Source: an optimization exercise on an open RTL-to-GDS flow (aim: small area, a short achievable clock period and few clock cycles per item). Production flows keep margins and buffers that such runs may drop.
The RTL was checked by simulation tests, not by an equivalence proof against the original design.
The flow treats the clock pin as an ideal source, which a real chip does not have.
Power is estimated from default activity; no workload was simulated.

Setup of the baseline:
## mem_responder
module mem_responder #(
  parameter int DEPTH   = 64,
  parameter int LATENCY = 2
) (
  input  logic             clk,
  input  logic             rst,
  input  logic             req_valid,
  output logic             req_ready,
  input  logic             req_we,
  input  logic [31:0]      req_addr,
  input  logic [31:0]      req_wdata,
  output logic             resp_valid,
  input  logic             resp_ready,
  output logic [31:0]      resp_rdata,
  output logic             resp_err,
  output logic             busy
);
For scale: about 3500 cells after synthesis, roughly 2200 flip-flops, roughly 110 I/O pins.
export LEC_CHECK = 0
export CAP_MARGIN = 20
export CORE_MARGIN = 2
export CORE_UTILIZATION = 60
export CTS_BUF_LIST = sky130_fd_sc_hd__clkbuf_8
export CTS_CLUSTER_DIAMETER = 50
export CTS_CLUSTER_SIZE = 16
export SETUP_SLACK_MARGIN = 2.5
export SLEW_MARGIN = 20
export SYNTH_HIERARCHICAL = 1
export TNS_END_PERCENT = 100
create_clock -name core_clock -period 5.0 [get_ports {clk}]
standard.sh (not shown) runs the stock make flow with config.mk's settings and CLKGATE_MAP_FILE= SYNTH_SCRIPT=/design/flow/synth_recipe.tcl, a recipe that flattens the netlist after the stock synthesis.
==> flow/flow/run.sh <==
#!/bin/bash
set -euo pipefail
export BUFFER_PORTS_ARGS="-buffer_cell sky130_fd_sc_hd__buf_2"
export CTS_ARGS="-sink_clustering_enable -repair_clock_nets -sink_clustering_size 16 -sink_clustering_max_diameter 50 -buf_list {sky130_fd_sc_hd__clkbuf_8 sky130_fd_sc_hd__clkbuf_16} -root_buf sky130_fd_sc_hd__clkbuf_16 -tree_buf sky130_fd_sc_hd__clkbuf_16 -sink_clustering_buffer sky130_fd_sc_hd__clkbuf_8 -dont_use_dummy_load"
export POST_CTS_TCL="$PWD/flow/post_cts.tcl"
export ECO_MAX_DELAY=2.2
bash standard.sh > standard.log 2>&1
==> flow/flow/post_cts.tcl <==
# Extra timing repair after CTS.
# The paths from inputs to outputs are bounded by the fixed I/O delays and
# stop repair_timing early. First over-constrain the paths that end at
# registers (a tighter limit than the clock gives) so repair works on them,
# then drop those limits and repair again against the real constraints.
log_cmd estimate_parasitics -placement
set_max_delay $::env(ECO_MAX_DELAY) -from [all_registers] -to [all_registers]
set_max_delay $::env(ECO_MAX_DELAY) -from [all_inputs] -to [all_registers]
log_cmd repair_timing -setup -setup_margin 0 -repair_tns 100 -skip_last_gasp -verbose
unset_path_exceptions -from [all_registers] -to [all_registers]
unset_path_exceptions -from [all_inputs] -to [all_registers]
log_cmd estimate_parasitics -placement
log_cmd repair_timing -setup -setup_margin [expr {[info exists ::env(SETUP_SLACK_MARGIN)] ? $::env(SETUP_SLACK_MARGIN) : 0}] -repair_tns 100 -verbose
log_cmd detailed_placement
check_placement -verbose
report_checks -path_delay max -format end -group_path_count 10
report_design_area
No stage failed in the baseline, and the final checks on the layout all came back clean.
Testbench counts of the baseline, summed over its fixed seeds: cycles 2,064, items 2,048.
### the baseline -> the candidate
-- flow/flow/run.sh --
<<< the baseline, line 6
export ECO_MAX_DELAY=2.2
>>> the candidate, line 6
export ECO_MAX_DELAY=2.3
Notes after the runs:
- The candidate and the baseline ended up with nearly the same via count of the first global-routing pass.
- Relative to the baseline, the candidate degrades maximum frequency.
- The non-clock buffer count in the candidate was lower than what the baseline gave.
- Between the candidate and the baseline, the difference in sequential cell fraction of total power is negligible.
- Relative to the baseline, the wire length measured on the candidate has decreased slightly.
- The run showing the smaller global-route usage over all layers is the candidate.
- Compared with the baseline, the candidate shows a share of layout cells above drive strength 1 that is 0.57 points lower.

Another version of the RTL of mem_responder (not shown whole).
Size: roughly 3600 cells after synthesis, about 2300 flip-flops, roughly 110 I/O pins, about 77000 um^2 of cells after synthesis.
export LEC_CHECK = 0
export CAP_MARGIN = 20
export CORE_MARGIN = 2
export CORE_UTILIZATION = 60
export CTS_BUF_LIST = sky130_fd_sc_hd__clkbuf_8
export CTS_CLUSTER_DIAMETER = 50
export CTS_CLUSTER_SIZE = 16
export SETUP_SLACK_MARGIN = 2.4
export SLEW_MARGIN = 20
export SYNTH_HIERARCHICAL = 1
export TNS_END_PERCENT = 100
create_clock -name core_clock -period 5.0 [get_ports {clk}]
==> flow/flow/run.sh <==
#!/bin/bash
set -euo pipefail
export BUFFER_PORTS_ARGS="-buffer_cell sky130_fd_sc_hd__buf_2"
export CTS_ARGS="-sink_clustering_enable -repair_clock_nets -sink_clustering_size 16 -sink_clustering_max_diameter 50 -buf_list sky130_fd_sc_hd__clkbuf_8 -dont_use_dummy_load"
bash standard.sh > standard.log 2>&1
The first run went through all stages and came out clean.
Testbench counts at the start, summed over its fixed seeds: cycles 2,064, items 2,048.
Change:
==> flow/flow/run.sh (replaced) <==
#!/bin/bash
set -euo pipefail
export BUFFER_PORTS_ARGS="-buffer_cell sky130_fd_sc_hd__buf_2"
export CTS_ARGS="-sink_clustering_enable -repair_clock_nets -sink_clustering_size 16 -sink_clustering_max_diameter 50 -buf_list {sky130_fd_sc_hd__clkbuf_8 sky130_fd_sc_hd__clkbuf_16} -root_buf sky130_fd_sc_hd__clkbuf_16 -tree_buf sky130_fd_sc_hd__clkbuf_16 -sink_clustering_buffer sky130_fd_sc_hd__clkbuf_8 -dont_use_dummy_load"
export POST_CTS_TCL="$PWD/flow/post_cts.tcl"
export ECO_MAX_DELAY=2.3
bash standard.sh > standard.log 2>&1
==> flow/flow/post_cts.tcl (new file) <==
# Extra timing repair after CTS.
# The paths from inputs to outputs are bounded by the fixed I/O delays and
# stop repair_timing early. First over-constrain the paths that end at
# registers (a tighter limit than the clock gives) so repair works on them,
# then drop those limits and repair again against the real constraints.
log_cmd estimate_parasitics -placement
set_max_delay $::env(ECO_MAX_DELAY) -from [all_registers] -to [all_registers]
set_max_delay $::env(ECO_MAX_DELAY) -from [all_inputs] -to [all_registers]
log_cmd repair_timing -setup -setup_margin 0 -repair_tns 100 -skip_last_gasp -verbose
unset_path_exceptions -from [all_registers] -to [all_registers]
unset_path_exceptions -from [all_inputs] -to [all_registers]
log_cmd estimate_parasitics -placement
log_cmd repair_timing -setup -setup_margin [expr {[info exists ::env(SETUP_SLACK_MARGIN)] ? $::env(SETUP_SLACK_MARGIN) : 0}] -repair_tns 100 -verbose
log_cmd detailed_placement
check_placement -verbose
report_checks -path_delay max -format end -group_path_count 10
report_design_area
SETUP_SLACK_MARGIN = 2.5   (was 2.4)
Outcome: Total power grows by about 1.3%; critical path depth shrinks by 4; via count hardly moves; final area grows by about 0.6%; first-iteration DRC count grows by 2.2%; clock power grows by 4.4%; routed wire length is about the same; register-to-register slack gets better by 0.23 ns; synthesized area stays the same.
Change:
==> flow/run.sh (new file) <==
#!/bin/bash
# synth_recipe.tcl (not shown) runs the flow's synth.tcl, then flattens the netlist and writes it again
# the make line also repeats each setting of config.mk as NAME=value (left out here)
make -C /OpenROAD-flow-scripts/flow DESIGN_CONFIG=/design/flow/config.mk WORK_HOME=/design/flow/orfs CLKGATE_MAP_FILE= SYNTH_SCRIPT=/design/flow/synth_recipe.tcl finish
SETUP_SLACK_MARGIN = 2.4   (was 2.5)
removed: flow/flow/run.sh
removed: flow/flow/post_cts.tcl
removed: flow/standard.sh
Worst hold slack gets better by 0.029 ns.
Wire length barely changes.
Flip-flop and latch count does not change.
Worst setup slack gets worse by 0.19 ns.
Core utilization is higher by 0.77 points.
Change:
==> flow/flow/run.sh (new file) <==
#!/bin/bash
set -euo pipefail
export BUFFER_PORTS_ARGS="-buffer_cell sky130_fd_sc_hd__buf_2"
export CTS_ARGS="-sink_clustering_enable -repair_clock_nets -sink_clustering_size 16 -sink_clustering_max_diameter 50 -buf_list {sky130_fd_sc_hd__clkbuf_8 sky130_fd_sc_hd__clkbuf_16} -root_buf sky130_fd_sc_hd__clkbuf_16 -tree_buf sky130_fd_sc_hd__clkbuf_16 -sink_clustering_buffer sky130_fd_sc_hd__clkbuf_8 -dont_use_dummy_load"
export POST_CTS_TCL="$PWD/flow/post_cts.tcl"
export ECO_MAX_DELAY=2.2
bash standard.sh > standard.log 2>&1
==> flow/flow/post_cts.tcl (new file) <==
# Extra timing repair after CTS.
# The paths from inputs to outputs are bounded by the fixed I/O delays and
# stop repair_timing early. First over-constrain the paths that end at
# registers (a tighter limit than the clock gives) so repair works on them,
# then drop those limits and repair again against the real constraints.
log_cmd estimate_parasitics -placement
set_max_delay $::env(ECO_MAX_DELAY) -from [all_registers] -to [all_registers]
set_max_delay $::env(ECO_MAX_DELAY) -from [all_inputs] -to [all_registers]
log_cmd repair_timing -setup -setup_margin 0 -repair_tns 100 -skip_last_gasp -verbose
unset_path_exceptions -from [all_registers] -to [all_registers]
unset_path_exceptions -from [all_inputs] -to [all_registers]
log_cmd estimate_parasitics -placement
log_cmd repair_timing -setup -setup_margin [expr {[info exists ::env(SETUP_SLACK_MARGIN)] ? $::env(SETUP_SLACK_MARGIN) : 0}] -repair_tns 100 -verbose
log_cmd detailed_placement
check_placement -verbose
report_checks -path_delay max -format end -group_path_count 10
report_design_area
==> flow/standard.sh (new file) <==
#!/bin/bash
# synth_recipe.tcl (not shown) runs the flow's synth.tcl, then flattens the netlist and writes it again
# the make line also repeats each setting of config.mk as NAME=value (left out here)
make -C /OpenROAD-flow-scripts/flow DESIGN_CONFIG=/design/flow/config.mk WORK_HOME=/design/flow/orfs CLKGATE_MAP_FILE= SYNTH_SCRIPT=/design/flow/synth_recipe.tcl "${@:-finish}"
SETUP_SLACK_MARGIN = 2.5   (was 2.4)
removed: flow/run.sh
Effect:
- non-clock buffer count shrinks by 7
- via count is lower by about 0.5%
- clock-buffer cell count went down by 15
- cell area drops by about 0.9%

## JK
The RTL this note starts from:
==> flow/design.v <==
`default_nettype none
module mem_responder #(
  parameter int DEPTH   = 64,
  parameter int LATENCY = 2
) (
  input  logic             clk,
  input  logic             rst,
  input  logic             req_valid,
  output logic             req_ready,
  input  logic             req_we,
  input  logic [31:0]      req_addr,
  input  logic [31:0]      req_wdata,
  output logic             resp_valid,
  input  logic             resp_ready,
  output logic [31:0]      resp_rdata,
  output logic             resp_err,
  output logic             busy
);
  localparam int AW = $clog2(DEPTH);
  logic [31:0]   r_mem [DEPTH];
  logic          a_v;
  logic          a_st;       
  logic          a_ld;       
  logic          a_err;
  logic [DEPTH-1:0] a_oh;   
  logic [31:0]   a_wd;
  logic          b_v;
  logic [DEPTH-1:0] s_sel;    
  logic          s_err;
  logic          o_v;
  logic          o_err;
  logic [31:0]   o_rd;
  logic          r_rdy;
  logic          r_busy;
  logic          w_acc;
  logic          w_ofree;
  logic          w_oload;
  logic          w_aexec;
  logic          w_av_n;
  logic          w_bv_n;
  logic          w_ov_n;
  logic          w_in_err;
  logic          w_in_ld;
  logic          w_in_st;
  logic [AW-1:0] w_in_idx;
  logic [DEPTH-1:0] w_in_sel;
  logic [DEPTH-1:0] w_in_oh;
  logic [DEPTH-1:0] w_a_sel;
  logic          w_wr;
  logic          w_unused;
  assign w_acc    = req_valid & r_rdy;
  assign w_ofree  = ~o_v | resp_ready;
  assign w_oload  = w_ofree & (b_v | a_v);
  assign w_aexec  = a_v & ~b_v;
  assign w_wr     = w_aexec & a_st;
  assign w_av_n   = w_acc | (a_v & b_v);
  assign w_bv_n   = (b_v | a_v) & ~w_ofree;
  assign w_ov_n   = w_oload | (o_v & ~resp_ready);
  assign w_in_err = (req_addr[1:0] != 2'b00);
  assign w_in_ld  = ~req_we & ~w_in_err;
  assign w_in_st  = req_we & ~w_in_err;
  assign w_in_idx = req_addr[AW+1:2];
  always_comb begin
    for (int i = 0; i < DEPTH; i++) begin
      w_in_oh[i]  = (w_in_idx == AW'(i));
      w_in_sel[i] = w_in_ld & w_in_oh[i];
      w_a_sel[i]  = a_ld & a_oh[i];
    end
  end
  assign w_unused = ^{req_addr[31:AW+2], LATENCY[0]};
  always_ff @(posedge clk) begin
    if (rst) begin
      a_v    <= 1'b0;
      b_v    <= 1'b0;
      o_v    <= 1'b0;
      r_rdy  <= 1'b1;
      r_busy <= 1'b0;
    end else begin
      a_v    <= w_av_n;
      b_v    <= w_bv_n;
      o_v    <= w_ov_n;
      r_rdy  <= ~(w_av_n & w_bv_n);
      r_busy <= w_av_n | w_bv_n | w_ov_n;
    end
  end
  always_ff @(posedge clk) begin
    if (w_acc) begin
      a_st  <= w_in_st;
      a_ld  <= w_in_ld;
      a_err <= w_in_err;
      a_oh  <= w_in_oh;
      a_wd  <= req_wdata;
    end
    if (!w_bv_n) begin
      if (w_acc) begin
        s_sel <= w_in_sel;
        s_err <= w_in_err;
      end else if (a_v && b_v) begin
        s_sel <= w_a_sel;
        s_err <= a_err;
      end
    end
    if (w_oload) begin
      o_err <= s_err;
      o_rd  <= w_rd;
    end
  end
  logic [DEPTH-1:0] w_sel;
  logic [31:0]      w_rd;
  assign w_sel = s_sel;
  for (genvar b = 0; b < 32; b++) begin : g_rd
    logic [21:0] l1;    
    logic [5:0]  l2;    
    logic [2:0]  l3;    
    for (genvar k = 0; k < 21; k++) begin : g_l1
      mr_aoi222 u_aoi (
        .a0(w_sel[3*k]),   .b0(r_mem[3*k][b]),
        .a1(w_sel[3*k+1]), .b1(r_mem[3*k+1][b]),
        .a2(w_sel[3*k+2]), .b2(r_mem[3*k+2][b]),
        .y(l1[k])
      );
    end
    mr_nand2 u_last (.a(w_sel[63]), .b(r_mem[63][b]), .y(l1[21]));
    for (genvar k = 0; k < 5; k++) begin : g_l2
      mr_nand4 u_n4 (.a(l1[4*k]), .b(l1[4*k+1]), .c(l1[4*k+2]), .d(l1[4*k+3]), .y(l2[k]));
    end
    mr_nand2 u_n2 (.a(l1[20]), .b(l1[21]), .y(l2[5]));
    for (genvar k = 0; k < 3; k++) begin : g_l3
      mr_nor2 u_o (.a(l2[2*k]), .b(l2[2*k+1]), .y(l3[k]));
    end
    mr_nand3 u_f (.a(l3[0]), .b(l3[1]), .c(l3[2]), .y(w_rd[b]));
  end
  always_ff @(posedge clk) begin
    for (int i = 0; i < DEPTH; i++) begin
      if (w_wr && a_oh[i]) r_mem[i] <= a_wd;
    end
  end
  assign req_ready  = r_rdy;
  assign resp_valid = o_v;
  assign resp_rdata = o_rd;
  assign resp_err   = o_err;
  assign busy       = r_busy;
endmodule
module mr_aoi222 (
  input  logic a0, b0, a1, b1, a2, b2,
  output logic y
);
  assign y = ~((a0 & b0) | (a1 & b1) | (a2 & b2));
endmodule
module mr_nand2 (
  input  logic a, b,
  output logic y
);
  assign y = ~(a & b);
endmodule
module mr_nand4 (
  input  logic a, b, c, d,
  output logic y
);
  assign y = ~(a & b & c & d);
endmodule
module mr_nor2 (
  input  logic a, b,
  output logic y
);
  assign y = ~(a | b);
endmodule
module mr_nand3 (
  input  logic a, b, c,
  output logic y
);
  assign y = ~(a & b & c);
endmodule
`default_nettype wire
Settings: LEC_CHECK=0, CAP_MARGIN=20, CORE_MARGIN=2, CORE_UTILIZATION=60, SETUP_SLACK_MARGIN=2.4, SLEW_MARGIN=20, SYNTH_HIERARCHICAL=1, TNS_END_PERCENT=100; clock period 5.0 ns.
run.sh (not shown) runs the stock make flow with config.mk's settings and CLKGATE_MAP_FILE= SYNTH_SCRIPT=/design/flow/synth_recipe.tcl, a recipe that flattens the netlist after the stock synthesis.
Stock flow here: none of the scripts above is used.
Testbench counts of JK, summed over its fixed seeds: cycles 2,064, items 2,048.
The following lists how MS was set up differently from JK:
-- flow/config.mk --
<<< JK, line 11
>>> MS, line 11
export CTS_BUF_LIST = sky130_fd_sc_hd__clkbuf_8
export CTS_CLUSTER_DIAMETER = 50
export CTS_CLUSTER_SIZE = 16
[summary]
Looking at critical path endpoint, the resp_err result is from MS; the r_mem[4][19] one comes from JK. The slowest library cell on the worst path comes out and2_2 in one run and edfxtp_1 in the other, namely in JK and MS respectively. MS ended with every stage complete and zero timing, DRC or antenna violations. MS vs. JK: final worst-path cycle share went down; proportion of power drawn by combinational gates now sits higher; wire length per cell saw an increase.

separate check: timing with driven ports:
The results above use ideal ports. As a check the final layouts listed here were re-extracted and re-timed, cells and wires unchanged.
Step 1 sets driving cells, clkbuf_16 on the clock port and buf_2 on the other inputs (assumed; they add their load-dependent delay and slew).
Step 2, shift: input delay + t, output delay - t, t = (earliest + latest rising clock arrival at the registers) / 2. This alone moves slack from input paths to output paths.
a / b / c = no drivers / after step 1 / after step 2; a / b = the first two.
run	t, ns	setup WS [ns]	slew at the worst register clock pin (ns)
the baseline	0.828	2.502 / 2.426 / 1.843	0.10 / 0.10
the candidate	0.831	2.451 / 2.425 / 1.746	0.10 / 0.10
the first run of note 2	0.984	2.355 / 2.322 / 1.636	0.10 / 0.10
the second run of note 2	0.832	2.550 / 2.473 / 1.944	0.10 / 0.10
the third run of note 2	0.989	2.359 / 2.295 / 1.514	0.10 / 0.10
the fourth run of note 2	0.835	2.545 / 2.469 / 1.956	0.10 / 0.10
JK	0.901	2.171 / 2.171 / 1.672	0.07 / 0.07
MS	1.013	2.271 / 2.193 / 1.645	0.11 / 0.11
After both steps every run listed still meets setup and hold. For the third run of note 2, which loses most, drivers alone change the setup slack by -0.064 ns; drivers and shift together by -0.845 ns.
